Optimization exercise on an open flow, not production practice.
RTL: at most simulated, not proved equivalent.
Function not checked: runs 4 and 5.
The clock port is an ideal driver here.
Power: default activity.

==> design.v <==
package blend_pkg;
	typedef logic [8-1:0] channel_t;
	typedef struct packed
	{
		channel_t r;
		channel_t g;
		channel_t b;
	} rgb_t;
	typedef logic [12-1:0] pixel_addr_t;
	typedef struct packed
	{
		pixel_addr_t addr;   
		rgb_t rgb;           
		channel_t alpha;     
		logic last;          
	} src_entry_t;
	typedef struct packed
	{
		pixel_addr_t addr;   
		rgb_t rgb;           
		logic last;          
	} res_entry_t;
endpackage
module alpha_blend_sum
(
	input logic [7:0] s,
	input logic [7:0] d,
	input logic [7:0] a,
	output logic [15:0] n0,
	output logic [15:0] n1
);
	logic [7:0] m0;
	logic [7:0] m1;
	logic [7:0] m2;
	logic [7:0] m3;
	logic [7:0] m4;
	logic [7:0] m5;
	logic [7:0] m6;
	logic [7:0] m7;
	logic u1;
	logic u2;
	logic u3;
	logic u4;
	logic u5;
	logic u6;
	logic u7;
	logic u8;
	logic u9;
	logic u10;
	logic u11;
	logic u12;
	logic u13;
	logic u14;
	logic u15;
	logic u16;
	logic u17;
	logic u18;
	logic u19;
	logic u20;
	logic u21;
	logic u22;
	logic u23;
	logic u24;
	logic u25;
	logic u26;
	logic u27;
	logic u28;
	logic u29;
	logic u30;
	logic u31;
	logic u32;
	logic u33;
	logic u34;
	logic u35;
	logic u36;
	logic u37;
	logic u38;
	logic u39;
	logic u40;
	logic u41;
	logic u42;
	logic u43;
	logic u44;
	logic u45;
	logic u46;
	logic u47;
	logic u48;
	logic u49;
	logic u50;
	logic u51;
	logic u52;
	logic u53;
	logic u54;
	logic u55;
	logic u56;
	logic u57;
	logic u58;
	logic u59;
	logic u60;
	logic u61;
	logic u62;
	logic u63;
	logic u64;
	logic u65;
	logic u66;
	logic u67;
	logic u68;
	logic u69;
	logic u70;
	logic u71;
	logic u72;
	logic u73;
	logic u74;
	logic u75;
	logic u76;
	logic u77;
	logic u78;
	logic u79;
	logic u80;
	logic u81;
	logic u82;
	logic u83;
	logic u84;
	assign m0 = a[0] ? s : d;
	assign m1 = a[1] ? s : d;
	assign m2 = a[2] ? s : d;
	assign m3 = a[3] ? s : d;
	assign m4 = a[4] ? s : d;
	assign m5 = a[5] ? s : d;
	assign m6 = a[6] ? s : d;
	assign m7 = a[7] ? s : d;
	assign u1 = m0[6] ^ m1[5];
	assign u2 = m0[6] & m1[5];
	assign u3 = m0[7] ^ m1[6] ^ m2[5];
	assign u4 = (m0[7] & m1[6]) | (m0[7] & m2[5]) | (m1[6] & m2[5]);
	assign u5 = m3[4] ^ m4[3];
	assign u6 = m3[4] & m4[3];
	assign u7 = m1[7] ^ m2[6] ^ m3[5];
	assign u8 = (m1[7] & m2[6]) | (m1[7] & m3[5]) | (m2[6] & m3[5]);
	assign u9 = m4[4] ^ m5[3];
	assign u10 = m4[4] & m5[3];
	assign u11 = m2[7] ^ m3[6] ^ m4[5];
	assign u12 = (m2[7] & m3[6]) | (m2[7] & m4[5]) | (m3[6] & m4[5]);
	assign u13 = m0[4] ^ m1[3];
	assign u14 = m0[4] & m1[3];
	assign u15 = m0[5] ^ m1[4] ^ m2[3];
	assign u16 = (m0[5] & m1[4]) | (m0[5] & m2[3]) | (m1[4] & m2[3]);
	assign u17 = m3[2] ^ m4[1];
	assign u18 = m3[2] & m4[1];
	assign u19 = u1 ^ m2[4] ^ m3[3];
	assign u20 = (u1 & m2[4]) | (u1 & m3[3]) | (m2[4] & m3[3]);
	assign u21 = m4[2] ^ m5[1] ^ m6[0];
	assign u22 = (m4[2] & m5[1]) | (m4[2] & m6[0]) | (m5[1] & m6[0]);
	assign u23 = u2 ^ u3 ^ u5;
	assign u24 = (u2 & u3) | (u2 & u5) | (u3 & u5);
	assign u25 = m5[2] ^ m6[1] ^ m7[0];
	assign u26 = (m5[2] & m6[1]) | (m5[2] & m7[0]) | (m6[1] & m7[0]);
	assign u27 = u4 ^ u6 ^ u7;
	assign u28 = (u4 & u6) | (u4 & u7) | (u6 & u7);
	assign u29 = u9 ^ m6[2] ^ m7[1];
	assign u30 = (u9 & m6[2]) | (u9 & m7[1]) | (m6[2] & m7[1]);
	assign u31 = u8 ^ u10 ^ u11;
	assign u32 = (u8 & u10) | (u8 & u11) | (u10 & u11);
	assign u33 = m5[4] ^ m6[3] ^ m7[2];
	assign u34 = (m5[4] & m6[3]) | (m5[4] & m7[2]) | (m6[3] & m7[2]);
	assign u35 = u12 ^ m3[7] ^ m4[6];
	assign u36 = (u12 & m3[7]) | (u12 & m4[6]) | (m3[7] & m4[6]);
	assign u37 = m5[5] ^ m6[4] ^ m7[3];
	assign u38 = (m5[5] & m6[4]) | (m5[5] & m7[3]) | (m6[4] & m7[3]);
	assign u39 = m4[7] ^ m5[6] ^ m6[5];
	assign u40 = (m4[7] & m5[6]) | (m4[7] & m6[5]) | (m5[6] & m6[5]);
	assign u41 = m0[3] ^ m1[2];
	assign u42 = m0[3] & m1[2];
	assign u43 = u13 ^ m2[2] ^ m3[1];
	assign u44 = (u13 & m2[2]) | (u13 & m3[1]) | (m2[2] & m3[1]);
	assign u45 = u14 ^ u15 ^ u17;
	assign u46 = (u14 & u15) | (u14 & u17) | (u15 & u17);
	assign u47 = u16 ^ u18 ^ u19;
	assign u48 = (u16 & u18) | (u16 & u19) | (u18 & u19);
	assign u49 = u20 ^ u22 ^ u23;
	assign u50 = (u20 & u22) | (u20 & u23) | (u22 & u23);
	assign u51 = u24 ^ u26 ^ u27;
	assign u52 = (u24 & u26) | (u24 & u27) | (u26 & u27);
	assign u53 = u28 ^ u30 ^ u31;
	assign u54 = (u28 & u30) | (u28 & u31) | (u30 & u31);
	assign u55 = u32 ^ u34 ^ u35;
	assign u56 = (u32 & u34) | (u32 & u35) | (u34 & u35);
	assign u57 = u36 ^ u38 ^ u39;
	assign u58 = (u36 & u38) | (u36 & u39) | (u38 & u39);
	assign u59 = u40 ^ m5[7] ^ m6[6];
	assign u60 = (u40 & m5[7]) | (u40 & m6[6]) | (m5[7] & m6[6]);
	assign u61 = m0[2] ^ m1[1];
	assign u62 = m0[2] & m1[1];
	assign u63 = u41 ^ m2[1] ^ m3[0];
	assign u64 = (u41 & m2[1]) | (u41 & m3[0]) | (m2[1] & m3[0]);
	assign u65 = u42 ^ u43 ^ m4[0];
	assign u66 = (u42 & u43) | (u42 & m4[0]) | (u43 & m4[0]);
	assign u67 = u44 ^ u45 ^ m5[0];
	assign u68 = (u44 & u45) | (u44 & m5[0]) | (u45 & m5[0]);
	assign u69 = u46 ^ u47 ^ u21;
	assign u70 = (u46 & u47) | (u46 & u21) | (u47 & u21);
	assign u71 = u48 ^ u49 ^ u25;
	assign u72 = (u48 & u49) | (u48 & u25) | (u49 & u25);
	assign u73 = u50 ^ u51 ^ u29;
	assign u74 = (u50 & u51) | (u50 & u29) | (u51 & u29);
	assign u75 = u52 ^ u53 ^ u33;
	assign u76 = (u52 & u53) | (u52 & u33) | (u53 & u33);
	assign u77 = u54 ^ u55 ^ u37;
	assign u78 = (u54 & u55) | (u54 & u37) | (u55 & u37);
	assign u79 = u56 ^ u57 ^ m7[4];
	assign u80 = (u56 & u57) | (u56 & m7[4]) | (u57 & m7[4]);
	assign u81 = u58 ^ u59 ^ m7[5];
	assign u82 = (u58 & u59) | (u58 & m7[5]) | (u59 & m7[5]);
	assign u83 = u60 ^ m6[7] ^ m7[6];
	assign u84 = (u60 & m6[7]) | (u60 & m7[6]) | (m6[7] & m7[6]);
	assign n0 = {1'b0, u84, u82, u80, u78, u76, u74, u72, u70, u68, u66, u64, u62, u61, m0[1], m0[0]};
	assign n1 = {1'b0, m7[7], u83, u81, u79, u77, u75, u73, u71, u69, u67, u65, u63, m2[0], m1[0], 1'b0};
endmodule
module alpha_blend_div
(
	input logic [15:0] n0,
	input logic [15:0] n1,
	output logic [7:0] q
);
	logic v1;
	logic v2;
	logic v3;
	logic v4;
	logic v5;
	logic v6;
	logic v7;
	logic v8;
	logic v9;
	logic v10;
	logic v11;
	logic v12;
	logic v13;
	logic v14;
	logic v15;
	logic v16;
	logic v17;
	logic v18;
	logic v19;
	logic v20;
	logic v21;
	logic v22;
	logic v23;
	logic v24;
	logic v25;
	logic v26;
	logic v27;
	logic v28;
	logic v29;
	logic v30;
	logic v31;
	logic v32;
	logic v33;
	logic v34;
	logic v35;
	logic v36;
	logic v37;
	logic v38;
	logic v39;
	logic v40;
	logic v41;
	logic v42;
	logic v43;
	logic v44;
	logic [23:0] x0;
	logic [23:0] x1;
	logic [23:0] t;
	assign v1 = n0[0] ^ n0[8];
	assign v2 = n0[0] & n0[8];
	assign v3 = n0[1] ^ n0[9] ^ n1[1];
	assign v4 = (n0[1] & n0[9]) | (n0[1] & n1[1]) | (n0[9] & n1[1]);
	assign v5 = n0[2] ^ n0[10] ^ n1[2];
	assign v6 = (n0[2] & n0[10]) | (n0[2] & n1[2]) | (n0[10] & n1[2]);
	assign v7 = n0[3] ^ n0[11] ^ n1[3];
	assign v8 = (n0[3] & n0[11]) | (n0[3] & n1[3]) | (n0[11] & n1[3]);
	assign v9 = n0[4] ^ n0[12] ^ n1[4];
	assign v10 = (n0[4] & n0[12]) | (n0[4] & n1[4]) | (n0[12] & n1[4]);
	assign v11 = n0[5] ^ n0[13] ^ n1[5];
	assign v12 = (n0[5] & n0[13]) | (n0[5] & n1[5]) | (n0[13] & n1[5]);
	assign v13 = n0[6] ^ n0[14] ^ n1[6];
	assign v14 = (n0[6] & n0[14]) | (n0[6] & n1[6]) | (n0[14] & n1[6]);
	assign v15 = v1 ^ n1[8];
	assign v16 = v1 & n1[8];
	assign v17 = v2 ^ v3 ^ n1[9];
	assign v18 = (v2 & v3) | (v2 & n1[9]) | (v3 & n1[9]);
	assign v19 = v4 ^ v5 ^ n1[10];
	assign v20 = (v4 & v5) | (v4 & n1[10]) | (v5 & n1[10]);
	assign v21 = v6 ^ v7 ^ n1[11];
	assign v22 = (v6 & v7) | (v6 & n1[11]) | (v7 & n1[11]);
	assign v23 = v8 ^ v9 ^ n1[12];
	assign v24 = (v8 & v9) | (v8 & n1[12]) | (v9 & n1[12]);
	assign v25 = v10 ^ v11 ^ n1[13];
	assign v26 = (v10 & v11) | (v10 & n1[13]) | (v11 & n1[13]);
	assign v27 = v12 ^ v13 ^ n1[14];
	assign v28 = (v12 & v13) | (v12 & n1[14]) | (v13 & n1[14]);
	assign v29 = v14 ^ n0[7] ^ n1[7];
	assign v30 = (v14 & n0[7]) | (v14 & n1[7]) | (n0[7] & n1[7]);
	assign v31 = n0[8] ^ n1[8];
	assign v32 = n0[8] & n1[8];
	assign v33 = n0[9] ^ n1[9];
	assign v34 = n0[9] & n1[9];
	assign v35 = n0[10] ^ n1[10];
	assign v36 = n0[10] & n1[10];
	assign v37 = n0[11] ^ n1[11];
	assign v38 = n0[11] & n1[11];
	assign v39 = n0[12] ^ n1[12];
	assign v40 = n0[12] & n1[12];
	assign v41 = n0[13] ^ n1[13];
	assign v42 = n0[13] & n1[13];
	assign v43 = n0[14] ^ n1[14];
	assign v44 = n0[14] & n1[14];
	assign x0 = {v44, v42, v40, v38, v36, v34, v32, v30, v28, v26, v24, v22, v20, v18, v16, v15, n0[7], n0[6], n0[5], n0[4], n0[3], n0[2], n0[1], n0[0]};
	assign x1 = {1'b0, v43, v41, v39, v37, v35, v33, v31, v29, v27, v25, v23, v21, v19, v17, 1'b1, n1[7], n1[6], n1[5], n1[4], n1[3], n1[2], n1[1], 1'b1};
	assign t = x0 + x1;
	assign q = t[23:16];
endmodule
module alpha_compositor
(
	input logic clk,
	input logic reset,
	input logic src_valid,
	output logic src_ready,
	input blend_pkg::pixel_addr_t src_addr,
	input blend_pkg::channel_t src_r,
	input blend_pkg::channel_t src_g,
	input blend_pkg::channel_t src_b,
	input blend_pkg::channel_t src_a,
	input logic src_last,
	output logic wb_cyc,
	output logic wb_stb,
	output logic wb_we,
	output blend_pkg::pixel_addr_t wb_adr,
	output blend_pkg::rgb_t wb_dat_w,
	input blend_pkg::rgb_t wb_dat_r,
	input logic wb_ack,
	output logic frame_done
);
	logic busy;
	logic wlast;        
	logic bv;
	logic [23:0] b_s;
	logic [7:0] b_a;
	logic [23:0] b_d;
	logic [11:0] b_addr;
	logic b_last;
	logic [2:0] k1;     
	logic s1v;
	logic [15:0] s1n0;
	logic [15:0] s1n1;
	logic rdy;          
	logic hz;           
	logic rd_ack;
	logic wr_ack;
	logic free;
	logic wb_free;
	logic pv;
	logic b_done;
	logic issue_r;
	logic issue_w;
	logic load_b;
	logic s1_take;
	logic s1_load;
	logic [7:0] ch_s;
	logic [7:0] ch_d;
	logic [15:0] ch_n0;
	logic [15:0] ch_n1;
	logic [7:0] ch_q;
	assign wb_cyc = busy;
	assign wb_stb = busy;
	assign src_ready = rdy;
	assign rd_ack = busy && !wb_we && wb_ack;
	assign wr_ack = busy && wb_we && wb_ack;
	assign free = !busy || wr_ack;
	assign wb_free = !(busy && wb_we) || wb_ack;
	assign pv = src_valid && !rdy;
	assign b_done = bv && (k1 == 3'd0);
	assign issue_r = free && pv;
	assign issue_w = (rd_ack && bv) || (free && !pv && b_done);
	assign load_b = rd_ack && !hz;
	assign s1_take = s1v && wb_free;
	assign s1_load = (k1 != 3'd0) && (!s1v || s1_take);
	assign ch_s = b_s[23:16];
	assign ch_d = b_d[23:16];
	alpha_blend_sum sum_u (.s(ch_s), .d(ch_d), .a(b_a), .n0(ch_n0), .n1(ch_n1));
	alpha_blend_div div_u (.n0(s1n0), .n1(s1n1), .q(ch_q));
	always_ff @(posedge clk)
	begin
		if (!reset)
		begin
			busy <= 1'b0;
			bv <= 1'b0;
			k1 <= 3'd0;
			s1v <= 1'b0;
			rdy <= 1'b0;
			hz <= 1'b0;
			frame_done <= 1'b0;
		end
		else
		begin
			frame_done <= wr_ack && wlast;
			rdy <= load_b;
			hz <= bv && (src_addr == b_addr);
			if (issue_r || issue_w)
				busy <= 1'b1;
			else if (wb_ack)
				busy <= 1'b0;
			if (load_b)
				bv <= 1'b1;
			else if (issue_w)
				bv <= 1'b0;
			if (load_b)
				k1 <= 3'b001;
			else if (s1_load)
				k1 <= {k1[1:0], 1'b0};
			if (s1_load)
				s1v <= 1'b1;
			else if (s1_take)
				s1v <= 1'b0;
		end
	end
	always_ff @(posedge clk)
	begin
		if (issue_r)
		begin
			wb_we <= 1'b0;
			wb_adr <= src_addr;
		end
		else if (issue_w)
		begin
			wb_we <= 1'b1;
			wb_adr <= b_addr;
			wlast <= b_last;
		end
		if (rd_ack)
			b_d <= wb_dat_r;
		else if (s1_load)
			b_d[23:8] <= b_d[15:0];
		if (load_b)
		begin
			b_s <= {src_r, src_g, src_b};
			b_a <= src_a;
			b_addr <= src_addr;
			b_last <= src_last;
		end
		else if (s1_load)
			b_s[23:8] <= b_s[15:0];
		if (s1_load)
		begin
			s1n0 <= ch_n0;
			s1n1 <= ch_n1;
		end
		if (s1_take && k1[1])
			wb_dat_w[23:16] <= ch_q;
		if (s1_take && k1[2])
			wb_dat_w[15:8] <= ch_q;
		if (s1_take && k1 == 3'd0)
			wb_dat_w[7:0] <= ch_q;
	end
endmodule
==> flow/run.sh <==
#!/bin/bash
# Standard layout, with two changes to how it is made:
#  - the port buffers the standard flow's flow inserts are made from the smallest plain
#    buffer; repair still resizes any that timing needs;
#  - after CTS, one more setup repair pass on the worst path
#    (flow/post_cts.tcl).
set -euo pipefail
export BUFFER_PORTS_ARGS="-buffer_cell sky130_fd_sc_hd__buf_1"
export POST_CTS_TCL="$PWD/flow/post_cts.tcl"
bash standard.sh > standard_flow.log 2>&1
==> flow/post_cts.tcl <==
puts "post_cts: worst setup slack before [worst_slack -max]"
repair_timing -setup -setup_margin 5.6 -repair_tns 0 -verbose
detailed_placement
check_placement -verbose
puts "post_cts: worst setup slack after [worst_slack -max]"
==> standard.sh <==
#!/bin/bash
# synth_recipe.tcl (not shown) runs the flow's synth.tcl, then flattens the netlist and writes it again
# the make line also repeats each setting of config.mk as NAME=value (left out here)
make -C /OpenROAD-flow-scripts/flow DESIGN_CONFIG=/design/flow/config.mk WORK_HOME=/design/flow/orfs CLKGATE_MAP_FILE= SYNTH_SCRIPT=/design/flow/synth_recipe.tcl "${@:-finish}"
==> config.mk <==
export PLATFORM = sky130hd
export DESIGN_NAME = alpha_compositor
export DESIGN_NICKNAME = alpha_compositor
export VERILOG_FILES = /design/flow/design.v
export SDC_FILE = /design/flow/constraint.sdc
export NUM_CORES = 4
export LEC_CHECK = 0
export CAP_MARGIN = 20
export CORE_MARGIN = 2
export CORE_UTILIZATION = 40
export CTS_BUF_LIST = sky130_fd_sc_hd__clkbuf_4 sky130_fd_sc_hd__clkbuf_8
export SETUP_SLACK_MARGIN = 5
export SLEW_MARGIN = 20
export TNS_END_PERCENT = 0
==> constraint.sdc <==
create_clock -name core_clock -period 8.0 [get_ports {clk}]
set_input_delay 1.6000 -clock core_clock [delete_from_list [all_inputs] [get_ports {clk}]]
set_output_delay 1.6000 -clock core_clock [all_outputs]
set_load 0.01 [all_outputs]
==> flow_metrics.py, run 1 <==
metrics = {
    "synthesis": {
        "yosys-top-cells-area": "sky130_fd_sc_hd__edfxtp_1, sky130_fd_sc_hd__fa_1, sky130_fd_sc_hd__mux2_2",
        "synth.yosys.warnings": 1,
        "syn_area_um2": 7948,
        "synthArstFlopShare_pct": 0,
        "synthesis.nets": 729,
        "ys_types": 46,
        "synth-edff-count": 135,
        "post-synth-top-count-cell": "sky130_fd_sc_hd__edfxtp_1",
        "post_synthesis_average_cell_area_um2": 13.92,
        "ys_ff_latch": 145,
        "netlist.area_leader.share_pct": 51.01,
        "synth.yosys.seq_area_share_pct": 53.53,
        "yosys.area.top_type": "sky130_fd_sc_hd__edfxtp_1",
        "synth_cells": 571,
        "synth_flop_cell": "sky130_fd_sc_hd__edfxtp_1",
        "synthTopCellsByCount": "sky130_fd_sc_hd__edfxtp_1, sky130_fd_sc_hd__mux2_2, sky130_fd_sc_hd__nand2_1",
    },
    "setup_path": {
        "worst_path_largest_cell_delay_ns": 0.55,
        "critPathSlowestCell": "sky130_fd_sc_hd__fa_1",
        "worst-r2r-setup-slack_ns": 4.93,
        "crit_top_cell": "sky130_fd_sc_hd__fa_1",
        "cp-end-kind": "flop",
        "required_ns": 8.19,
        "cp-start-kind": "flop",
        "setup.worst_path.class": "flop to flop",
        "crit_fanout": 5,
        "timing.critical_path.arrival_ns": 3.25,
        "cp_cell_instances": "mux2i_1 -> fa_1 -> fa_1 -> fa_1 -> inv_1 -> fa_1",
    },
    "routing": {
        "met3WireLength_um": 705,
        "drt_pre_antenna_iters": 4,
        "drt-initial-drc-count": 329,
        "totalWireLength_um": 15970,
        "via_count": 4831,
        "wl_met2_um": 8031,
        "avgViaCountPerCell": 4.855,
        "drt.antenna.violating_nets": 0,
        "detail_route.wl_per_cell_um": 16.05,
        "route.layer.met1.wl_um": 7030,
        "drc": 0,
        "max_used_layer": "met4",
    },
    "sta": {
        "finalHoldViolations": 0,
        "finalWorstSetupSlack_ns": 4.933,
        "fmaxAchievable_ghz": 0.3260,
        "tightest_slew_ns": 0.8675,
        "setup_tns_ns": 0,
        "hold_ws_ns": 0.4426,
        "slew-limit-headroom_pct": 41.95,
        "period_share_pct": 38.34,
        "drv_slew": 0,
        "timing.final.crit_period_ns": 3.067,
        "setup_repair_after_global_routing_missed_its_margin": "true",
        "total_of_endpoints_with_negative_setup_slack_in_the_final_report": 0,
        "skew_ns": 0.01476,
    },
    "die": {
        "die_h_um": 145.0,
        "die_outline_area_um2": 21010,
        "die_x_um": 145.0,
        "fp-row-count": 51,
        "coreArea_um2": 19460,
        "io_pins": 114,
        "start_util_pct": 40.84,
    },
    "hold_path": {
        "hp-class": "flop to flop",
    },
    "finish": {
        "layout-area-overhead-vs-synth_pct": 18.51,
        "layout.cell_area.non_filler_um2": 9419,
        "nNetsFinal": 875,
        "n_fill_cell": 1738,
        "non_filler_instance_count_after_layout": 995,
        "final_layout_size_suffix_gt1_share_pct": 21.23,
        "antenna_cells_inserted": 0,
    },
    "place": {
        "placedCellCount": 935,
        "gp_congestion": 0.7847,
        "postPlaceCellArea_um2": 8667,
        "post-place-ws_ns": 3.950,
        "detailed_place_hpwl_um": 11510,
        "place.port_buffers": 113,
    },
    "power_and_ir_drop": {
        "pwr_density_cell_nw_per_um2": 236.8,
        "irDropWorstVdd_uv": 143.7,
        "power.static_leakage_uw": 0.003520,
    },
    "clock_network": {
        "insertion_delay_ns": 0.46,
        "cts.reportedPaths.clkPinSlew_ns": 0.09,
        "cts_tree": "built",
        "cts_sinks": 145,
    },
    "global_route": {
        "largest_net_degree_at_the_start_of_global_routing": 33,
        "global_route.overflow_total": 0,
        "grt_first_pass_wirelength_um": 25970,
        "first_global_vias": 5100,
        "antenna_found_initial": 0,
        "gr-usage-all-layers_pct": 15.66,
    },
    "status": {
        "outcome": "finished clean",
    },
    "job": {
        "drv.max_cap_violation_count": 0,
    },
}
-- metrics by stage --
stage / total power, uW / utilization (%)
2_1_floorplan: 1419 / -
3_3_place_gp: 1578 / 44.53
3_5_place_dp: 1598 / 44.53
5_1_grt: 2375 / 48.40
6_report: 2230 / 48.40
-- critical path, delay by kind of cell, from the launching register on --
kind	cells	cell delay [ns]
mux	1	0.28
flops	1	0.52
buf+inv	1	0.05
fa+ha+maj	4	1.95
-- area by class of cell --
type	count	area (um2)	share of cell area (%)
well taps	265	331.6	3.520
repair inverters	1	7.507	0.07970
multi-input cells	354	3570	37.90
repair buffers	142	641.9	6.815
flip-flops and latches	145	4254	45.16
clock inverters	13	150.1	1.594
clock buffers	19	249.0	2.643
inverters	56	215.2	2.285
-- logic make-up after synthesis --
family / after synthesis / synth area share, %
buffers and inverters: 72 / 3.511
adders and majority gates: 85 / 17.92
DFF: 145 / 53.53
and+or+nand+nor: 112 / 6.423
xor gates and xnor gates: 18 / 1.984
muxes: 92 / 12.61
AOI/OAI and AO/OA: 47 / 4.030
-- worst paths after layout --
kind,start,endpoint,cells after the start
setup / recovery,b_s[22],div_u.n1[8],6
hold / removal,b_last,wlast,0
setup reg to reg,b_s[22],div_u.n1[8],6
hold reg to reg,b_last,wlast,0
-- power by group --
group	switching [uW]	internal, uW	leakage [uW]	total [uW]
clock network	303	289	0.000192	592
registers	41.1	948	0.00132	989
logic	365	284	0.00200	649
-- placed cells by master, fill, tap and decap left out, types with 2 or more instances in the layout --
master,synthesis,layout
sky130_fd_sc_hd__o21ai_1,1,2
sky130_fd_sc_hd__clkbuf_4,0,2
sky130_fd_sc_hd__dfxtp_1,10,10
sky130_fd_sc_hd__edfxtp_1,135,135
sky130_fd_sc_hd__xnor2_1,16,14
sky130_fd_sc_hd__nand4_1,4,4
sky130_fd_sc_hd__clkinvlp_4,0,6
sky130_fd_sc_hd__a21oi_2,2,3
sky130_fd_sc_hd__inv_6,0,4
sky130_fd_sc_hd__xor2_1,2,2
sky130_fd_sc_hd__nand2_1,59,57
sky130_fd_sc_hd__nand2b_1,6,6
sky130_fd_sc_hd__nor2b_1,4,3
sky130_fd_sc_hd__ha_1,37,33
sky130_fd_sc_hd__clkbuf_8,0,17
sky130_fd_sc_hd__nand3_1,12,10
sky130_fd_sc_hd__buf_1,1,113
sky130_fd_sc_hd__a21o_1,2,2
sky130_fd_sc_hd__buf_4,1,29
sky130_fd_sc_hd__nor2_1,17,16
sky130_fd_sc_hd__o21a_1,4,3
sky130_fd_sc_hd__mux2_1,4,4
sky130_fd_sc_hd__bufinv_16,0,2
sky130_fd_sc_hd__nand2_2,0,2
sky130_fd_sc_hd__ha_4,0,3
sky130_fd_sc_hd__xnor2_2,0,2
sky130_fd_sc_hd__o21ai_2,1,2
sky130_fd_sc_hd__nor4_4,1,2
sky130_fd_sc_hd__inv_1,55,53
sky130_fd_sc_hd__fa_1,48,48
sky130_fd_sc_hd__o21ai_0,8,6
sky130_fd_sc_hd__a21oi_1,18,17
sky130_fd_sc_hd__nor3_1,2,2
sky130_fd_sc_hd__nand3_2,0,2
sky130_fd_sc_hd__mux2i_1,27,27
sky130_fd_sc_hd__clkinv_2,0,2
sky130_fd_sc_hd__or3_1,2,2
sky130_fd_sc_hd__mux2_2,61,61
-- layer usage --
metal  vias to the layer above  global-route usage (%)
met5                         -                       0
met4                         0                   4.653
met3                        17                   3.931
met2                       132                   26.26
met1                      2365                   20.15
li1                       2317                       -
-- flip-flops by register name (all words and copies together) (netlist names), 3 cells and up --
signal	count
b_a	8
s1n0	15
div_u.n1	14
k1	3
wb_dat_w	24
b_d	24
b_s	24
b_addr	12
wb_adr	12
Testbench counts, summed over its fixed seeds: cycles 34,519, pixels 5,905.
==> run 2: changes to the inputs <==
--- a/config.mk
+++ b/config.mk
@@ -9,6 +9,7 @@
 export CORE_MARGIN = 2
 export CORE_UTILIZATION = 40
 export CTS_BUF_LIST = sky130_fd_sc_hd__clkbuf_4 sky130_fd_sc_hd__clkbuf_8
+export GPL_ROUTABILITY_DRIVEN = 0
 export SETUP_SLACK_MARGIN = 5
 export SLEW_MARGIN = 20
 export TNS_END_PERCENT = 0
==> run 2 against run 1 <==
Effect of this change: worst setup slack did not move; area after synthesis did not move; fmax did not move; register-to-register slack barely moved; count of clock-buffer cells in the layout did not move; cell area did not move; critical path type unchanged; critical endpoint unchanged; largest cell class unchanged; largest power group unchanged; highest routed layer unchanged.
==> flow_metrics.py, run 2 <==
metrics = {
    "status": {
        "outcome": "finished clean",
    },
    "finish": {
        "reg.largest.list": "b_d x24, b_s x24, wb_dat_w x24",
        "nNetsFinal": 875,
        "most_used_cells_in_the_layout_excluding_fill_and_tap_cells": "sky130_fd_sc_hd__edfxtp_1, sky130_fd_sc_hd__buf_1, sky130_fd_sc_hd__mux2_2",
        "final_layout_size_suffix_gt1_share_pct": 21.23,
        "non_filler_instance_count_after_layout": 995,
        "antenna_cells_inserted": 0,
        "layout-area-overhead-vs-synth_pct": 18.51,
        "layout_commonest_cell": "sky130_fd_sc_hd__edfxtp_1",
    },
    "routing": {
        "detail_route.wl_per_cell_um": 16.05,
        "drt.antenna.violating_nets": 0,
        "drt_pre_antenna_iters": 4,
        "avgViaCountPerCell": 4.855,
        "drc": 0,
        "drt-initial-drc-count": 329,
        "totalWireLength_um": 15970,
        "via_count": 4831,
    },
    "die": {
        "io_pins": 114,
        "fp-row-count": 51,
        "start_util_pct": 40.84,
        "die_x_um": 145.0,
        "die_outline_area_um2": 21010,
        "coreArea_um2": 19460,
        "die_h_um": 145.0,
    },
    "setup_path": {
        "required_ns": 8.19,
        "setup.worst_path.class": "flop to flop",
        "cp-end-kind": "flop",
        "timing.critical_path.arrival_ns": 3.25,
        "crit_fanout": 5,
        "cp-start-kind": "flop",
    },
    "synthesis": {
        "synth_flop_cell": "sky130_fd_sc_hd__edfxtp_1",
        "synth-edff-count": 135,
        "synth-compound-area-share_pct": 4.030,
        "yosys.area.top_type": "sky130_fd_sc_hd__edfxtp_1",
        "synth.yosys.seq_area_share_pct": 53.53,
        "ys_ff_latch": 145,
        "synthTopCellsByCount": "sky130_fd_sc_hd__edfxtp_1, sky130_fd_sc_hd__mux2_2, sky130_fd_sc_hd__nand2_1",
        "synth_cells": 571,
        "syn_area_um2": 7948,
        "synthesis.nets": 729,
        "synthArstFlopShare_pct": 0,
        "synth_simple_gate_area_share_pct": 6.423,
        "dominant_combinational_cell_family_by_area_after_synthesis": "adder cells",
        "synth.yosys.warnings": 1,
        "synth-xor-area-share_pct": 1.984,
        "ys_types": 46,
        "synth-adder-area-share_pct": 17.92,
        "post_synthesis_average_cell_area_um2": 13.92,
        "mux_cell_area_share_after_synthesis_pct": 12.61,
        "netlist.area_leader.share_pct": 51.01,
        "yosys-top-cells-area": "sky130_fd_sc_hd__edfxtp_1, sky130_fd_sc_hd__fa_1, sky130_fd_sc_hd__mux2_2",
        "post-synth-top-count-cell": "sky130_fd_sc_hd__edfxtp_1",
    },
    "clock_network": {
        "cts_tree": "built",
        "cts.reportedPaths.clkPinSlew_ns": 0.09,
        "cts_sinks": 145,
        "insertion_delay_ns": 0.46,
    },
    "global_route": {
        "first_global_vias": 5100,
        "global_route.overflow_total": 0,
        "antenna_found_initial": 0,
        "grt_first_pass_wirelength_um": 25970,
        "gr-usage-all-layers_pct": 15.66,
        "largest_net_degree_at_the_start_of_global_routing": 33,
    },
    "sta": {
        "skew_ns": 0.01476,
        "drv_slew": 0,
        "total_of_endpoints_with_negative_setup_slack_in_the_final_report": 0,
        "finalWorstSetupSlack_ns": 4.933,
        "setup_repair_after_global_routing_missed_its_margin": "true",
        "period_share_pct": 38.34,
        "setup_tns_ns": 0,
        "hold_ws_ns": 0.4426,
        "fmaxAchievable_ghz": 0.3260,
        "tightest_slew_ns": 0.8675,
        "timing.final.crit_period_ns": 3.067,
        "finalHoldViolations": 0,
        "slew-limit-headroom_pct": 41.95,
    },
    "place": {
        "place.port_buffers": 113,
        "post-place-ws_ns": 3.950,
        "detailed_place_hpwl_um": 11510,
        "placedCellCount": 935,
    },
    "power_and_ir_drop": {
        "total_chip_power_uw": 2230,
        "irDropWorstVdd_uv": 143.7,
        "power.static_leakage_uw": 0.003520,
        "pwr_density_cell_nw_per_um2": 236.8,
    },
    "job": {
        "drv.max_cap_violation_count": 0,
    },
    "hold_path": {
        "hp-class": "flop to flop",
    },
}
[run 2: cell counts after synthesis]
Identical to the previous run, type by type.
[run 2: per-layer routing]
layer	routed length, um	global-route usage, %	vias up
met5	0	0	-
met4	206	4.653	0
met3	705	3.931	17
met2	8031	26.26	132
met1	7030	20.15	2365
li1	-	-	2317
[run 2: metrics by stage]
stage	instance area, um2	utilization (%)
6_report	9419	48.40
5_1_grt	9419	48.40
3_5_place_dp	8667	44.53
3_3_place_gp	8667	44.53
2_1_floorplan	7954	-
[run 2: final cells by class]
type / count / area [um2]
Tap cell: 265 / 331.6
Fill cell: 1738 / 10040
Sequential cell: 145 / 4254
Timing Repair Buffer: 142 / 641.9
Timing Repair inverter: 1 / 7.507
Multi-Input combinational cell: 354 / 3570
Inverter: 56 / 215.2
Clock buffer: 19 / 249.0
Clock inverter: 13 / 150.1
[run 2: cells by family after synthesis]
family,Yosys count
buffers and inverters,72
adders and majority gates,85
DFF,145
and+or+nand+nor,112
muxes,92
xor gates and xnor gates,18
AOI/OAI and AO/OA,47
[run 2: worst max-delay path, stage by stage, from the launching register on]
cell and delay [ns]:
sky130_fd_sc_hd__edfxtp_1 0.52, sky130_fd_sc_hd__mux2i_1 0.28, sky130_fd_sc_hd__fa_1 0.48, sky130_fd_sc_hd__fa_1 0.45, sky130_fd_sc_hd__fa_1 0.55, sky130_fd_sc_hd__inv_1 0.05
sky130_fd_sc_hd__fa_1 0.47
[run 2: power by group]
group / total [uW] / switching (uW) / leakage, uW / internal, uW
logic: 649 / 365 / 0.00200 / 284
clock network: 592 / 303 / 0.000192 / 289
registers: 989 / 41.1 / 0.00132 / 948
total: 2230 / 709 / 0.00352 / 1520
[run 2: final timing paths]
path	start	end	slack, ns	cells after the start
worst min-delay path	b_last	wlast	0.44	0
worst max register to register	b_s[22]	div_u.n1[8]	4.93	6
worst max-delay path	b_s[22]	div_u.n1[8]	4.93	6
worst min register to register	b_last	wlast	0.44	0
==> run 3: changes to the inputs <==
--- a/config.mk
+++ b/config.mk
@@ -7,9 +7,9 @@
 export LEC_CHECK = 0
 export CAP_MARGIN = 20
 export CORE_MARGIN = 2
-export CORE_UTILIZATION = 40
+export CORE_UTILIZATION = 60
 export CTS_BUF_LIST = sky130_fd_sc_hd__clkbuf_4 sky130_fd_sc_hd__clkbuf_8
-export GPL_ROUTABILITY_DRIVEN = 0
+export PLACE_DENSITY = 0.8
 export SETUP_SLACK_MARGIN = 5
 export SLEW_MARGIN = 20
 export TNS_END_PERCENT = 0
==> run 3 against run 2 <==
Effect of this change: combinational power is 7.1% higher; sequential share of layout area is 0.47 points higher; count of clock-buffer cells in the layout is 2 lower; still clean; non-clock buffer count is 4 lower; register-to-register slack hardly changed; critical path type unchanged; via count is 1.6% higher.
==> flow_metrics.py, run 3 <==
metrics = {
    "synthesis": {
        "ys_ff_latch": 145,
        "synth.yosys.warnings": 1,
        "synthArstFlopShare_pct": 0,
        "yosys.area.top_type": "sky130_fd_sc_hd__edfxtp_1",
        "synth_cells": 571,
        "syn_area_um2": 7948,
        "synth.yosys.seq_area_share_pct": 53.53,
        "synthesis.nets": 729,
        "yosys-top-cells-area": "sky130_fd_sc_hd__edfxtp_1, sky130_fd_sc_hd__fa_1, sky130_fd_sc_hd__mux2_2",
        "netlist.area_leader.share_pct": 51.01,
        "synth_flop_cell": "sky130_fd_sc_hd__edfxtp_1",
        "synth-edff-count": 135,
        "post_synthesis_average_cell_area_um2": 13.92,
        "post-synth-top-count-cell": "sky130_fd_sc_hd__edfxtp_1",
        "ys_types": 46,
        "synthTopCellsByCount": "sky130_fd_sc_hd__edfxtp_1, sky130_fd_sc_hd__mux2_2, sky130_fd_sc_hd__nand2_1",
    },
    "global_route": {
        "antenna_found_initial": 0,
        "grt_first_pass_wirelength_um": 24410,
        "gr-usage-all-layers_pct": 22.17,
        "global_route.overflow_total": 0,
        "largest_net_degree_at_the_start_of_global_routing": 42,
        "first_global_vias": 5196,
    },
    "setup_path": {
        "crit-reg2reg-launch": "s1n0[9]",
        "worst_path_largest_cell_delay_ns": 0.55,
        "cp-start-kind": "flop",
        "crit_top_cell": "sky130_fd_sc_hd__fa_1",
        "cp-end-kind": "flop",
        "crit_fanout": 4,
        "required_ns": 8.32,
        "setup.worst_path.class": "flop to flop",
        "timing.critical_path.arrival_ns": 3.40,
        "critPathSlowestCell": "sky130_fd_sc_hd__fa_1",
        "cp_cell_instances": "fa_1 -> inv_1 -> fa_1 -> inv_2 -> ha_4 -> nand3_4 -> a211oi_2 -> o311a_4 -> nor4_4 -> buf_4 -> or3_1 -> nand3_2",
        "critPathLaunch": "s1n0[9]",
    },
    "sta": {
        "fmaxAchievable_ghz": 0.3248,
        "total_of_endpoints_with_negative_setup_slack_in_the_final_report": 0,
        "period_share_pct": 38.49,
        "skew_ns": 0.01235,
        "hold_ws_ns": 0.4288,
        "tightest_slew_ns": 0.8493,
        "finalHoldViolations": 0,
        "setup_tns_ns": 0,
        "slew-limit-headroom_pct": 43.37,
        "timing.final.crit_period_ns": 3.079,
        "drv_slew": 0,
        "setup_repair_after_global_routing_missed_its_margin": "true",
    },
    "power_and_ir_drop": {
        "pwr_density_cell_nw_per_um2": 243.1,
        "seq_power_share_pct": 43.6,
        "cellInternalPower_uw": 1564,
        "irDropWorstVdd_uv": 289.7,
        "total_chip_power_uw": 2266,
        "power.share.combinational_pct": 30.7,
        "share_clk_of_total_power_pct": 25.7,
        "power_switching_uw": 702.3,
        "power_switching_share_pct": 30.99,
        "power.static_leakage_uw": 0.003518,
    },
    "die": {
        "start_util_pct": 60.74,
        "coreArea_um2": 13090,
        "io_pins": 114,
        "die_h_um": 119.1,
        "fp-row-count": 42,
        "die_outline_area_um2": 14180,
        "die_x_um": 119.1,
    },
    "place": {
        "place.port_buffers": 113,
        "gp_congestion": 0.8643,
        "placedCellCount": 847,
        "detailed_place_hpwl_um": 10830,
    },
    "routing": {
        "drt_pre_antenna_iters": 4,
        "detail_route.wl_per_cell_um": 16.86,
        "drc": 0,
        "avgViaCountPerCell": 5.450,
        "via_count": 4910,
        "totalWireLength_um": 15190,
        "drt-initial-drc-count": 257,
        "drt.antenna.violating_nets": 0,
    },
    "clock_network": {
        "cts_tree": "built",
        "cts.reportedPaths.clkPinSlew_ns": 0.08,
        "insertion_delay_ns": 0.46,
        "cts_sinks": 145,
    },
    "finish": {
        "reg.largest.list": "b_d x24, b_s x24, wb_dat_w x24",
        "non_filler_instance_count_after_layout": 901,
        "utilization_pct": 71.25,
        "layout_commonest_cell": "sky130_fd_sc_hd__edfxtp_1",
        "n_fill_cell": 854,
        "final_layout_size_suffix_gt1_share_pct": 20.28,
        "nNetsFinal": 870,
        "most_used_cells_in_the_layout_excluding_fill_and_tap_cells": "sky130_fd_sc_hd__edfxtp_1, sky130_fd_sc_hd__buf_1, sky130_fd_sc_hd__mux2_2",
        "layout-area-overhead-vs-synth_pct": 17.30,
        "antenna_cells_inserted": 0,
    },
    "hold_path": {
        "hp-class": "flop to flop",
        "hold_start": "b_last",
    },
    "status": {
        "outcome": "finished clean",
    },
    "job": {
        "drv.max_cap_violation_count": 0,
    },
}
-- run 3: path summary, 6_finish.rpt --
check	end	depth (start not counted)	slack, ns
worst max register to register	wb_dat_w[23]	12	4.92
worst min-delay path	wlast	0	0.43
worst min register to register	wlast	0	0.43
worst max-delay path	wb_dat_w[23]	12	4.92
-- run 3: stage by stage --
step	worst slack [ns]	area, um2
after global routing	4.806	9323
after detailed placement	4.149	8557
final	4.921	9323
after global placement	4.258	8557
after floorplan	4.973	7954
-- run 3: cell type report --
class / instances / area [um2] / area share, %
sequential: 145 / 4254 / 45.63
clock inverter: 15 / 163.9 / 1.758
tap: 176 / 220.2 / 2.362
timing repair buffer: 138 / 623.1 / 6.684
clock buffer: 17 / 234.0 / 2.510
multi-input combinational: 354 / 3617 / 38.80
inverter: 56 / 210.2 / 2.255
-- run 3: power groups by stage --
stage	clock [uW]	sequential [uW]	combinational, uW
2_1_floorplan	0	994	425
3_5_place_dp	0	1010	582
5_1_grt	615	994	777
3_3_place_gp	0	1010	549
6_report	582	989	695
-- run 3: critical path, delay by kind of cell (launching register included) --
kind / cells / cell delay (ns)
flops: 1 / 0.42
buf+inv: 3 / 0.27
fa+ha+maj: 3 / 1.31
compound gates: 2 / 0.41
simple gates: 4 / 0.55
-- run 3: routing by layer --
metal | vias to the layer above | GRT usage (%) | routed length (um) | part of all wire (%)
met5 | - | 0 | 0 | 0
met4 | 0 | 10.42 | 411 | 2.7
met3 | 41 | 5.460 | 816 | 5.4
met2 | 158 | 37.10 | 7737 | 51
met1 | 2406 | 27.20 | 6224 | 41
li1 | 2305 | - | - | -
-- run 3: cells by family (layout without fill, tap and decap cells) --
logic type / Yosys count / count (layout) / synth area share, %
AOI/OAI and AO/OA: 47 / 47 / 4.030
xor gates and xnor gates: 18 / 18 / 1.984
adders and majority gates: 85 / 85 / 17.92
buffers and inverters: 72 / 226 / 3.511
and+or+nand+nor: 112 / 112 / 6.423
DFF: 145 / 145 / 53.53
muxes: 92 / 92 / 12.61
==> run 4: changes to the inputs <==
--- a/design.v
+++ b/design.v
@@ -358,6 +358,8 @@
 	logic free;
 	logic wb_free;
 	logic pv;
+	logic pr;
+	logic po;
 	logic b_done;
 	logic issue_r;
 	logic issue_w;
@@ -377,10 +379,12 @@
 	assign free = !busy || wr_ack;
 	assign wb_free = !(busy && wb_we) || wb_ack;
 	assign pv = src_valid && !rdy;
+	assign pr = pv && (src_a != 8'hff);
+	assign po = pv && (src_a == 8'hff);
 	assign b_done = bv && (k1 == 3'd0);
-	assign issue_r = free && pv;
-	assign issue_w = (rd_ack && bv) || (free && !pv && b_done);
-	assign load_b = rd_ack && !hz;
+	assign issue_r = free && pr;
+	assign issue_w = (rd_ack && bv) || (free && !pr && b_done);
+	assign load_b = (rd_ack && !hz) || (free && po && (!bv || issue_w));
 	assign s1_take = s1v && wb_free;
 	assign s1_load = (k1 != 3'd0) && (!s1v || s1_take);
 	assign ch_s = b_s[23:16];
@@ -439,15 +443,18 @@
 			b_d <= wb_dat_r;
 		else if (s1_load)
 			b_d[23:8] <= b_d[15:0];
-		if (load_b)
+		if (k1 == 3'd0)
 		begin
 			b_s <= {src_r, src_g, src_b};
 			b_a <= src_a;
-			b_addr <= src_addr;
-			b_last <= src_last;
 		end
 		else if (s1_load)
 			b_s[23:8] <= b_s[15:0];
+		if (load_b)
+		begin
+			b_addr <= src_addr;
+			b_last <= src_last;
+		end
 		if (s1_load)
 		begin
 			s1n0 <= ch_n0;
--- a/config.mk
+++ b/config.mk
@@ -7,9 +7,8 @@
 export LEC_CHECK = 0
 export CAP_MARGIN = 20
 export CORE_MARGIN = 2
-export CORE_UTILIZATION = 60
+export CORE_UTILIZATION = 40
 export CTS_BUF_LIST = sky130_fd_sc_hd__clkbuf_4 sky130_fd_sc_hd__clkbuf_8
-export PLACE_DENSITY = 0.8
 export SETUP_SLACK_MARGIN = 5
 export SLEW_MARGIN = 20
 export TNS_END_PERCENT = 0
==> run 4 against run 3 <==
Effect of this change: global-route usage decreased by 6.3 points; cell area increased by 3.0%; power rose by 11%; sequential power about the same; worst setup slack lost 0.060 ns; combinational power increased by 27%; final cell count is 17% higher; highest routed layer unchanged; area after synthesis grew 3.7%; largest cell class unchanged; synthesized cell count rose by 12%.
==> flow_metrics.py, run 4 <==
metrics = {
    "setup_path": {
        "timing.critical_path.arrival_ns": 3.31,
        "worst_path_largest_cell_delay_ns": 0.53,
        "cp_num_buf_inv": 2,
        "critPathSlowestCell": "sky130_fd_sc_hd__fa_1",
        "crit-reg2reg-launch": "div_u.n1[6]",
        "critPathTopFamily": "adder cells",
        "setup.worst_path.class": "flop to flop",
        "worst_reg_to_reg_path_cell_count": 10,
        "critPathLaunch": "div_u.n1[6]",
        "cp-end-kind": "flop",
        "cp-start-kind": "flop",
        "required_ns": 8.17,
        "worst-r2r-setup-slack_ns": 4.86,
        "path_depth": 10,
        "worstReg2RegEnd": "wb_dat_w[20]",
        "crit_top_cell": "sky130_fd_sc_hd__fa_1",
        "cp_cell_instances": "fa_1 -> fa_1 -> ha_4 -> nand2_1 -> a2111oi_4 -> a211oi_4 -> buf_6 -> buf_4 -> nand4_1 -> o2111ai_2",
        "crit_fanout": 6,
    },
    "routing": {
        "max_used_layer": "met4",
        "wl_met2_um": 8239,
        "drc": 0,
        "totalWireLength_um": 16570,
        "drt.antenna.violating_nets": 0,
        "route.layer.met1.wl_um": 7264,
        "drt_pre_antenna_iters": 6,
        "drt-initial-drc-count": 246,
        "avgViaCountPerCell": 4.904,
        "via_count": 5188,
        "detail_route.wl_per_cell_um": 15.66,
        "met3WireLength_um": 680,
    },
    "hold_path": {
        "hp-class": "flop to flop",
        "worst_hold_path.endpoint": "wlast",
        "hold_start": "b_last",
        "min_delay_path_depth": 0,
    },
    "sta": {
        "period_share_pct": 39.24,
        "tightest_slew_ns": 0.7959,
        "fmaxAchievable_ghz": 0.3186,
        "timing.final.crit_period_ns": 3.139,
        "drv_slew": 0,
        "setup_repair_after_global_routing_missed_its_margin": "true",
        "finalHoldViolations": 0,
        "total_of_endpoints_with_negative_setup_slack_in_the_final_report": 0,
        "hold_ws_ns": 0.4352,
        "skew_ns": 0.01334,
        "slew-limit-headroom_pct": 46.74,
        "setup_tns_ns": 0,
    },
    "synthesis": {
        "netlist.area_leader.share_pct": 49.17,
        "post-synth-top-count-cell": "sky130_fd_sc_hd__edfxtp_1",
        "yosys.area.top_type": "sky130_fd_sc_hd__edfxtp_1",
        "yosys-top-cells-area": "sky130_fd_sc_hd__edfxtp_1, sky130_fd_sc_hd__fa_1, sky130_fd_sc_hd__mux2_2",
        "synthesis.nets": 800,
        "ys_types": 59,
        "synth_flop_cell": "sky130_fd_sc_hd__edfxtp_1",
        "synthArstFlopShare_pct": 0,
        "synth.yosys.warnings": 1,
        "ys_ff_latch": 145,
        "post_synthesis_average_cell_area_um2": 12.84,
        "synth.yosys.seq_area_share_pct": 51.60,
        "syn_area_um2": 8244,
        "synth-edff-count": 135,
        "synthTopCellsByCount": "sky130_fd_sc_hd__edfxtp_1, sky130_fd_sc_hd__nand2_1, sky130_fd_sc_hd__inv_1",
        "synth_cells": 642,
    },
    "global_route": {
        "global_route.overflow_total": 0,
        "largest_net_degree_at_the_start_of_global_routing": 35,
        "grt_first_pass_wirelength_um": 27260,
        "gr-usage-all-layers_pct": 15.88,
        "antenna_found_initial": 0,
        "first_global_vias": 5533,
    },
    "clock_network": {
        "cts.reportedPaths.clkPinSlew_ns": 0.09,
        "cts_sinks": 145,
        "cts_tree": "built",
        "insertion_delay_ns": 0.46,
    },
    "power_and_ir_drop": {
        "power.static_leakage_uw": 0.003756,
        "power.share.combinational_pct": 35.1,
        "pwr_density_cell_nw_per_um2": 262.4,
        "seq_power_share_pct": 40.5,
        "cellInternalPower_uw": 1673,
        "power_switching_share_pct": 33.58,
        "power_switching_uw": 846.0,
        "share_clk_of_total_power_pct": 24.4,
        "irDropWorstVdd_uv": 118.5,
    },
    "finish": {
        "reg.largest.list": "b_d x24, b_s x24, wb_dat_w x24",
        "non_filler_instance_count_after_layout": 1058,
        "most_used_cells_in_the_layout_excluding_fill_and_tap_cells": "sky130_fd_sc_hd__edfxtp_1, sky130_fd_sc_hd__buf_1, sky130_fd_sc_hd__nand2_1",
        "nNetsFinal": 934,
        "utilization_pct": 47.45,
        "layout-area-overhead-vs-synth_pct": 16.47,
        "layout_commonest_cell": "sky130_fd_sc_hd__edfxtp_1",
        "antenna_cells_inserted": 0,
        "final_layout_size_suffix_gt1_share_pct": 16.37,
    },
    "job": {
        "drv.max_cap_violation_count": 0,
    },
    "status": {
        "outcome": "finished clean",
    },
    "die": {
        "die_outline_area_um2": 21780,
        "die_x_um": 147.6,
        "die_h_um": 147.6,
        "io_pins": 114,
        "start_util_pct": 40.74,
        "coreArea_um2": 20230,
        "fp-row-count": 52,
    },
    "place": {
        "place.port_buffers": 113,
        "gp_congestion": 0.8179,
        "placedCellCount": 1010,
        "detailed_place_hpwl_um": 12730,
    },
}
## run 4: changes by cell type after synthesis, moves of 4 or more
cell	previous run	this run
sky130_fd_sc_hd__nand3_1	12	8
sky130_fd_sc_hd__a21oi_1	18	13
sky130_fd_sc_hd__nand2_1	59	112
sky130_fd_sc_hd__mux2_2	61	50
sky130_fd_sc_hd__nor2_1	17	21
sky130_fd_sc_hd__and3_1	1	5
sky130_fd_sc_hd__mux2_1	4	0
sky130_fd_sc_hd__o211ai_1	1	5
sky130_fd_sc_hd__nand2b_1	6	2
## run 4: routing by layer
metal / track usage [%] / up-vias
met5: 0 / -
met4: 5.913 / 0
met3: 3.333 / 26
met2: 27.12 / 126
met1: 19.96 / 2507
li1: - / 2529
## run 4: worst max-delay path by stage
stage                               to  slack [ns]
after floorplan                b_d[10]        4.73
after global placement       wb_adr[2]        3.94
after detailed placement     wb_adr[2]        3.82
after global routing      wb_dat_w[12]        4.71
final                     wb_dat_w[20]        4.86
## run 4: kinds of logic (layout without fill, tap and decap cells)
group	count (synthesis)	in the layout	synth area share (%)
xor gates and xnor gates	13	13	1.381
and+or+nand+nor	184	184	10.27
adders and majority gates	85	85	17.27
AOI/OAI and AO/OA	58	58	5.434
DFF	145	145	51.60
muxes	78	78	10.23
buffers and inverters	79	225	3.809
## run 4: worst register-to-register path: cells and delay by family (launching register included)
family / cells / cell delay (ns)
flops: 1 / 0.47
buf+inv: 2 / 0.28
simple gates: 2 / 0.16
compound gates: 3 / 0.59
fa+ha+maj: 3 / 1.34
## run 4: layout make-up
type / count / area, um2
fill: 1805 / 10630
timing repair buffer: 134 / 598.1
tap: 270 / 337.8
inverter: 60 / 230.2
multi-input combinational: 418 / 3770
clock buffer: 17 / 234.0
sequential: 145 / 4254
clock inverter: 14 / 177.7
## run 4: power by group through the flow
stage	clock network, uW	registers, uW	logic (uW)
3_5_place_dp	0	1040	808
2_1_floorplan	0	1020	610
6_report	614	1020	884
5_1_grt	652	1030	1010
3_3_place_gp	0	1040	782
## run 4: through the flow
| step | power, uW | worst slack, ns | cell area [um2] |
|---|---|---|---|
| after floorplan | 1630 | 4.729 | 8247 |
| after global placement | 1824 | 3.937 | 8950 |
| after detailed placement | 1852 | 3.819 | 8950 |
| after global routing | 2694 | 4.713 | 9602 |
| final | 2519 | 4.861 | 9602 |
==> run 5: changes to the inputs <==
==> flow/run.sh (replaced) <==
#!/bin/bash
# Standard layout, with three changes to how it is made:
#  - the port buffers the standard flow's flow inserts are made from the smallest plain
#    buffer; repair still resizes any that timing needs;
#  - CTS adds no dummy loads to balance its leaf buffers;
#  - after CTS, one more setup repair pass on the worst path
#    (flow/post_cts.tcl).
set -euo pipefail
export BUFFER_PORTS_ARGS="-buffer_cell sky130_fd_sc_hd__buf_1"
export POST_CTS_TCL="$PWD/flow/post_cts.tcl"
export CTS_ARGS="-sink_clustering_enable -repair_clock_nets -dont_use_dummy_load -buf_list {sky130_fd_sc_hd__clkbuf_4 sky130_fd_sc_hd__clkbuf_8}"
bash standard.sh > standard_flow.log 2>&1
==> run 5 against run 4 <==
Effect of this change: via count down 1.0%; highest routed layer unchanged; largest power group unchanged; count of clock-buffer cells in the layout unchanged; wire length fell by 1.3%.
==> flow_metrics.py, run 5 <==
metrics = {
    "status": {
        "outcome": "finished clean",
    },
    "global_route": {
        "first_global_vias": 5477,
        "largest_net_degree_at_the_start_of_global_routing": 35,
        "global_route.overflow_total": 0,
        "antenna_found_initial": 0,
        "grt_first_pass_wirelength_um": 26940,
        "gr-usage-all-layers_pct": 15.71,
    },
    "die": {
        "coreArea_um2": 20230,
        "io_pins": 114,
        "fp-row-count": 52,
        "start_util_pct": 40.74,
        "die_x_um": 147.6,
        "die_h_um": 147.6,
        "die_outline_area_um2": 21780,
    },
    "routing": {
        "wl_met2_um": 8068,
        "totalWireLength_um": 16360,
        "drc": 0,
        "via_count": 5135,
        "drt.antenna.violating_nets": 0,
        "route.layer.met1.wl_um": 7274,
        "max_used_layer": "met4",
        "avgViaCountPerCell": 4.923,
        "drt_pre_antenna_iters": 6,
        "drt-initial-drc-count": 260,
        "detail_route.wl_per_cell_um": 15.69,
        "met3WireLength_um": 656,
    },
    "setup_path": {
        "cp-end-kind": "flop",
        "required_ns": 8.15,
        "critPathSlowestCell": "sky130_fd_sc_hd__fa_1",
        "cp-start-kind": "flop",
        "critPathTopFamily": "adder cells",
        "timing.critical_path.arrival_ns": 3.33,
        "worst_path_largest_cell_delay_ns": 0.52,
        "setup.worst_path.class": "flop to flop",
        "cp_num_buf_inv": 0,
        "cp_cell_instances": "fa_1 -> fa_1 -> ha_2 -> a21oi_4 -> a211oi_1 -> o31a_1 -> nor4b_1 -> a311oi_2",
        "crit_top_cell": "sky130_fd_sc_hd__fa_1",
        "crit_fanout": 4,
    },
    "power_and_ir_drop": {
        "irDropWorstVdd_uv": 115.5,
        "total_chip_power_uw": 2316,
        "power.static_leakage_uw": 0.003662,
        "power_switching_uw": 774.0,
        "cellInternalPower_uw": 1542,
        "power_switching_share_pct": 33.42,
        "share_clk_of_total_power_pct": 18.1,
        "power.share.combinational_pct": 37.7,
        "seq_power_share_pct": 44.2,
        "pwr_density_cell_nw_per_um2": 246.2,
    },
    "sta": {
        "setup_tns_ns": 0,
        "slew-limit-headroom_pct": 47.99,
        "skew_ns": 0.03185,
        "drv_slew": 0,
        "period_share_pct": 39.69,
        "hold_ws_ns": 0.4316,
        "fmaxAchievable_ghz": 0.3149,
        "timing.final.crit_period_ns": 3.175,
        "finalHoldViolations": 0,
        "total_of_endpoints_with_negative_setup_slack_in_the_final_report": 0,
        "tightest_slew_ns": 0.7772,
        "setup_repair_after_global_routing_missed_its_margin": "true",
    },
    "synthesis": {
        "yosys-top-cells-area": "sky130_fd_sc_hd__edfxtp_1, sky130_fd_sc_hd__fa_1, sky130_fd_sc_hd__mux2_2",
        "synth_cells": 642,
        "syn_area_um2": 8244,
        "synth.yosys.warnings": 1,
        "ys_types": 59,
        "post_synthesis_average_cell_area_um2": 12.84,
        "post-synth-top-count-cell": "sky130_fd_sc_hd__edfxtp_1",
        "synthesis.nets": 800,
        "synthTopCellsByCount": "sky130_fd_sc_hd__edfxtp_1, sky130_fd_sc_hd__nand2_1, sky130_fd_sc_hd__inv_1",
        "ys_ff_latch": 145,
        "synthArstFlopShare_pct": 0,
        "synth-edff-count": 135,
        "synth.yosys.seq_area_share_pct": 51.60,
        "netlist.area_leader.share_pct": 49.17,
        "yosys.area.top_type": "sky130_fd_sc_hd__edfxtp_1",
        "synth_flop_cell": "sky130_fd_sc_hd__edfxtp_1",
    },
    "finish": {
        "multi_input_comb_area_um2": 3760,
        "most_used_cells_in_the_layout_excluding_fill_and_tap_cells": "sky130_fd_sc_hd__edfxtp_1, sky130_fd_sc_hd__buf_1, sky130_fd_sc_hd__nand2_1",
        "nNetsFinal": 933,
        "final_layout_size_suffix_gt1_share_pct": 15.01,
        "reg.largest.list": "b_d x24, b_s x24, wb_dat_w x24",
        "layout_commonest_cell": "sky130_fd_sc_hd__edfxtp_1",
        "utilization_pct": 46.49,
        "area.sequential_um2": 4254,
        "antenna_cells_inserted": 0,
        "n_fill_cell": 1819,
        "layout-area-overhead-vs-synth_pct": 14.10,
        "layout.cell_area.non_filler_um2": 9407,
    },
    "hold_path": {
        "hp-class": "flop to flop",
    },
    "place": {
        "detailed_place_hpwl_um": 12730,
        "postPlaceCellArea_um2": 8950,
        "place.port_buffers": 113,
        "gp_congestion": 0.8179,
    },
    "clock_network": {
        "cts_sinks": 145,
        "insertion_delay_ns": 0.45,
        "cts_tree": "built",
        "cts.reportedPaths.clkPinSlew_ns": 0.08,
    },
    "job": {
        "drv.max_cap_violation_count": 0,
    },
}
[run 5: cell counts after synthesis]
No cell type changed its count.
[run 5: logic make-up after synthesis]
family / share of synthesized area, %
xor gates and xnor gates: 1.381
adders and majority gates: 17.27
muxes: 10.23
and+or+nand+nor: 10.27
AOI/OAI and AO/OA: 5.434
buffers and inverters: 3.809
DFF: 51.60
[run 5: through the flow]
step                      setup WS (ns)  cells
after floorplan                   4.729    642
after global placement            3.937   1010
after detailed placement          3.819   1010
after global routing              4.710   1043
final                             4.825   1043
[run 5: path summary, 6_finish.rpt]
| path | from | end | depth (start not counted) | slack, ns |
|---|---|---|---|---|
| max | div_u.n1[2] | wb_dat_w[15] | 8 | 4.82 |
| min | b_last | wlast | 0 | 0.43 |
| max reg2reg | div_u.n1[2] | wb_dat_w[15] | 8 | 4.82 |
| min reg2reg | b_last | wlast | 0 | 0.43 |
[run 5: worst register-to-register path: cells and delay by family, from the launching register on]
kind / cells / cell delay [ns]
AOI/OAI and AO/OA: 4 / 0.71
DFF: 1 / 0.41
and+or+nand+nor: 1 / 0.43
adders and majority gates: 3 / 1.34
[run 5: power groups by stage]
| stage | sequential, uW | combinational (uW) | clock, uW |
|---|---|---|---|
| 2_1_floorplan | 1020 | 610 | 0 |
| 3_3_place_gp | 1040 | 782 | 0 |
| 3_5_place_dp | 1040 | 808 | 0 |
| 5_1_grt | 1030 | 1000 | 457 |
| 6_report | 1020 | 874 | 419 |
[run 5: cell type report]
class / count / area share (%)
Multi-Input combinational cell: 418 / 39.97
Timing Repair Buffer: 133 / 6.278
Inverter: 60 / 2.447
Tap cell: 270 / 3.591
Sequential cell: 145 / 45.22
Clock buffer: 17 / 2.487
[run 5: layer usage]
layer | up-vias | global-route usage [%]
met4 | 0 | 5.769
li1 | 2511 | -
met3 | 23 | 3.179
met1 | 2478 | 19.96
met5 | - | 0
met2 | 123 | 26.70
==> run 6: changes to the inputs <==
--- a/design.v
+++ b/design.v
@@ -358,8 +358,6 @@
 	logic free;
 	logic wb_free;
 	logic pv;
-	logic pr;
-	logic po;
 	logic b_done;
 	logic issue_r;
 	logic issue_w;
@@ -379,12 +377,10 @@
 	assign free = !busy || wr_ack;
 	assign wb_free = !(busy && wb_we) || wb_ack;
 	assign pv = src_valid && !rdy;
-	assign pr = pv && (src_a != 8'hff);
-	assign po = pv && (src_a == 8'hff);
 	assign b_done = bv && (k1 == 3'd0);
-	assign issue_r = free && pr;
-	assign issue_w = (rd_ack && bv) || (free && !pr && b_done);
-	assign load_b = (rd_ack && !hz) || (free && po && (!bv || issue_w));
+	assign issue_r = free && pv;
+	assign issue_w = (rd_ack && bv) || (free && !pv && b_done);
+	assign load_b = rd_ack && !hz;
 	assign s1_take = s1v && wb_free;
 	assign s1_load = (k1 != 3'd0) && (!s1v || s1_take);
 	assign ch_s = b_s[23:16];
@@ -443,18 +439,15 @@
 			b_d <= wb_dat_r;
 		else if (s1_load)
 			b_d[23:8] <= b_d[15:0];
-		if (k1 == 3'd0)
+		if (load_b)
 		begin
 			b_s <= {src_r, src_g, src_b};
 			b_a <= src_a;
-		end
-		else if (s1_load)
-			b_s[23:8] <= b_s[15:0];
-		if (load_b)
-		begin
 			b_addr <= src_addr;
 			b_last <= src_last;
 		end
+		else if (s1_load)
+			b_s[23:8] <= b_s[15:0];
 		if (s1_load)
 		begin
 			s1n0 <= ch_n0;
==> run 6 against run 5 <==
Effect of this change: sequential share of layout area rose by 0.25 points; die area fell by 3.5%; combinational power fell by 23%; fmax rose by 3.6%; clock skew rose by 0.0017 ns; cell area fell by 0.56%; global-route usage fell by 0.22 points; utilization rose by 1.6 points; count of clock-buffer cells in the layout did not move; critical endpoint is now div_u.n1[8]; largest cell class unchanged; largest power group unchanged; highest routed layer unchanged.
==> flow_metrics.py, run 6 <==
metrics = {
    "setup_path": {
        "required_ns": 8.17,
        "timing.critical_path.arrival_ns": 3.24,
        "critPathTopFamily": "adder cells",
        "setup.worst_path.class": "flop to flop",
        "cp_cell_instances": "buf_6 -> mux2i_1 -> fa_1 -> inv_1 -> fa_1 -> inv_1 -> fa_1 -> inv_1 -> fa_1",
        "crit_top_cell": "sky130_fd_sc_hd__fa_1",
        "critPathSlowestCell": "sky130_fd_sc_hd__fa_1",
        "cp_num_buf_inv": 4,
        "worst_path_largest_cell_delay_ns": 0.52,
        "cp-start-kind": "flop",
        "cp-end-kind": "flop",
        "crit_fanout": 4,
    },
    "sta": {
        "setup_repair_after_global_routing_missed_its_margin": "true",
        "period_share_pct": 38.32,
        "hold_ws_ns": 0.4508,
        "tightest_slew_ns": 0.8333,
        "finalHoldViolations": 0,
        "skew_ns": 0.03358,
        "setup_tns_ns": 0,
        "total_of_endpoints_with_negative_setup_slack_in_the_final_report": 0,
        "drv_slew": 0,
        "timing.final.crit_period_ns": 3.066,
        "slew-limit-headroom_pct": 44.24,
        "finalWorstSetupSlack_ns": 4.934,
        "fmaxAchievable_ghz": 0.3262,
    },
    "synthesis": {
        "synth-compound-area-share_pct": 4.030,
        "synth-edff-count": 135,
        "synth_cells": 571,
        "yosys.area.top_type": "sky130_fd_sc_hd__edfxtp_1",
        "synth.yosys.seq_area_share_pct": 53.53,
        "synth_flop_cell": "sky130_fd_sc_hd__edfxtp_1",
        "ys_types": 46,
        "synthesis.nets": 729,
        "ys_ff_latch": 145,
        "post-synth-top-count-cell": "sky130_fd_sc_hd__edfxtp_1",
        "dominant_combinational_cell_family_by_area_after_synthesis": "adder cells",
        "mux_cell_area_share_after_synthesis_pct": 12.61,
        "synth-xor-area-share_pct": 1.984,
        "netlist.area_leader.share_pct": 51.01,
        "synth_simple_gate_area_share_pct": 6.423,
        "synth-adder-area-share_pct": 17.92,
        "syn_area_um2": 7948,
        "synthTopCellsByCount": "sky130_fd_sc_hd__edfxtp_1, sky130_fd_sc_hd__mux2_2, sky130_fd_sc_hd__nand2_1",
        "synth.yosys.warnings": 1,
        "synthArstFlopShare_pct": 0,
        "yosys-top-cells-area": "sky130_fd_sc_hd__edfxtp_1, sky130_fd_sc_hd__fa_1, sky130_fd_sc_hd__mux2_2",
        "post_synthesis_average_cell_area_um2": 13.92,
    },
    "global_route": {
        "antenna_found_initial": 0,
        "global_route.overflow_total": 0,
        "largest_net_degree_at_the_start_of_global_routing": 33,
        "grt_first_pass_wirelength_um": 25690,
        "gr-usage-all-layers_pct": 15.49,
        "first_global_vias": 5039,
    },
    "place": {
        "place.port_buffers": 113,
        "detailed_place_hpwl_um": 11510,
        "placedCellCount": 935,
        "post-place-ws_ns": 3.950,
        "gp_congestion": 0.7847,
        "postPlaceCellArea_um2": 8667,
    },
    "clock_network": {
        "cts.reportedPaths.clkPinSlew_ns": 0.08,
        "cts_sinks": 145,
        "cts_tree": "built",
        "insertion_delay_ns": 0.46,
    },
    "die": {
        "fp-row-count": 51,
        "io_pins": 114,
        "die_h_um": 145.0,
        "die_outline_area_um2": 21010,
        "start_util_pct": 40.84,
        "die_x_um": 145.0,
        "coreArea_um2": 19460,
    },
    "finish": {
        "nNetsFinal": 881,
        "final_layout_size_suffix_gt1_share_pct": 20.67,
        "reg.largest.list": "b_d x24, b_s x24, wb_dat_w x24",
        "layout.cell_area.non_filler_um2": 9354,
        "most_used_cells_in_the_layout_excluding_fill_and_tap_cells": "sky130_fd_sc_hd__edfxtp_1, sky130_fd_sc_hd__buf_1, sky130_fd_sc_hd__mux2_2",
        "antenna_cells_inserted": 0,
        "layout_commonest_cell": "sky130_fd_sc_hd__edfxtp_1",
        "layout-area-overhead-vs-synth_pct": 17.70,
        "non_filler_instance_count_after_layout": 986,
        "n_fill_cell": 1739,
    },
    "status": {
        "outcome": "finished clean",
    },
    "routing": {
        "drt-initial-drc-count": 224,
        "via_count": 4805,
        "drc": 0,
        "drt.antenna.violating_nets": 0,
        "avgViaCountPerCell": 4.873,
        "totalWireLength_um": 15790,
        "drt_pre_antenna_iters": 4,
        "detail_route.wl_per_cell_um": 16.02,
    },
    "hold_path": {
        "hp-class": "flop to flop",
    },
    "power_and_ir_drop": {
        "power.static_leakage_uw": 0.003517,
        "pwr_density_cell_nw_per_um2": 223.1,
        "irDropWorstVdd_uv": 124.2,
    },
    "job": {
        "drv.max_cap_violation_count": 0,
    },
}
## run 6: changes by cell type in the layout (fill, tap and decap cells not counted), moves of 4 or more
cell,previous run,this run
sky130_fd_sc_hd__a21oi_1,13,17
sky130_fd_sc_hd__and3_1,5,0
sky130_fd_sc_hd__buf_4,18,34
sky130_fd_sc_hd__mux2_1,0,4
sky130_fd_sc_hd__mux2_2,50,61
sky130_fd_sc_hd__nand2_1,111,57
sky130_fd_sc_hd__nand2b_1,2,6
sky130_fd_sc_hd__nor2_1,20,16
sky130_fd_sc_hd__o211ai_1,5,1
## run 6: worst reg2reg max path: cells and delay by family (launching register included)
| family | cells | cell delay [ns] |
|---|---|---|
| adder cells (fa/ha/maj) | 4 | 1.93 |
| flip-flops | 1 | 0.43 |
| buffers and inverters | 4 | 0.31 |
| multiplexers | 1 | 0.13 |
## run 6: path summary, 6_finish.rpt
kind | cells past startpoint | startpoint | slack, ns | end
max | 9 | b_a[2] | 4.93 | div_u.n1[8]
min | 0 | b_last | 0.45 | wlast
max reg2reg | 9 | b_a[2] | 4.93 | div_u.n1[8]
min reg2reg | 0 | b_last | 0.45 | wlast
## run 6: power by group
group          internal, uW  total [uW]  switching (uW)  leakage (uW)
combinational           299         673             374       0.00207
sequential              948         989            40.4       0.00132
clock                   187         425             238      0.000122
## run 6: cell type report
cell class	count	area, um2	share of cell area (%)
clock buffers	17	234.0	2.501
inverters	56	211.5	2.261
multi-input cells	354	3605	38.54
flip-flops and latches	145	4254	45.48
well taps	265	331.6	3.545
repair buffers	149	718.2	7.678
## run 6: cells by family after synthesis
family	after synthesis
adders and majority gates	85
AOI/OAI and AO/OA	47
xor gates and xnor gates	18
buffers and inverters	72
DFF	145
muxes	92
and+or+nand+nor	112
## run 6: routing by layer
layer	global-route usage (%)	routed length [um]
met1	20.04	7070
met2	25.79	7818
met3	4.214	723
met4	4.208	180
met5	0	0
## run 6: through the flow
| step | util [%] | power (uW) |
|---|---|---|
| floorplan | - | 1419 |
| global placement | 44.53 | 1578 |
| detailed placement | 44.53 | 1598 |
| global route | 48.06 | 2234 |
| finish | 48.06 | 2087 |
Testbench counts of run 6, summed over its fixed seeds: cycles 34,519, pixels 5,905.
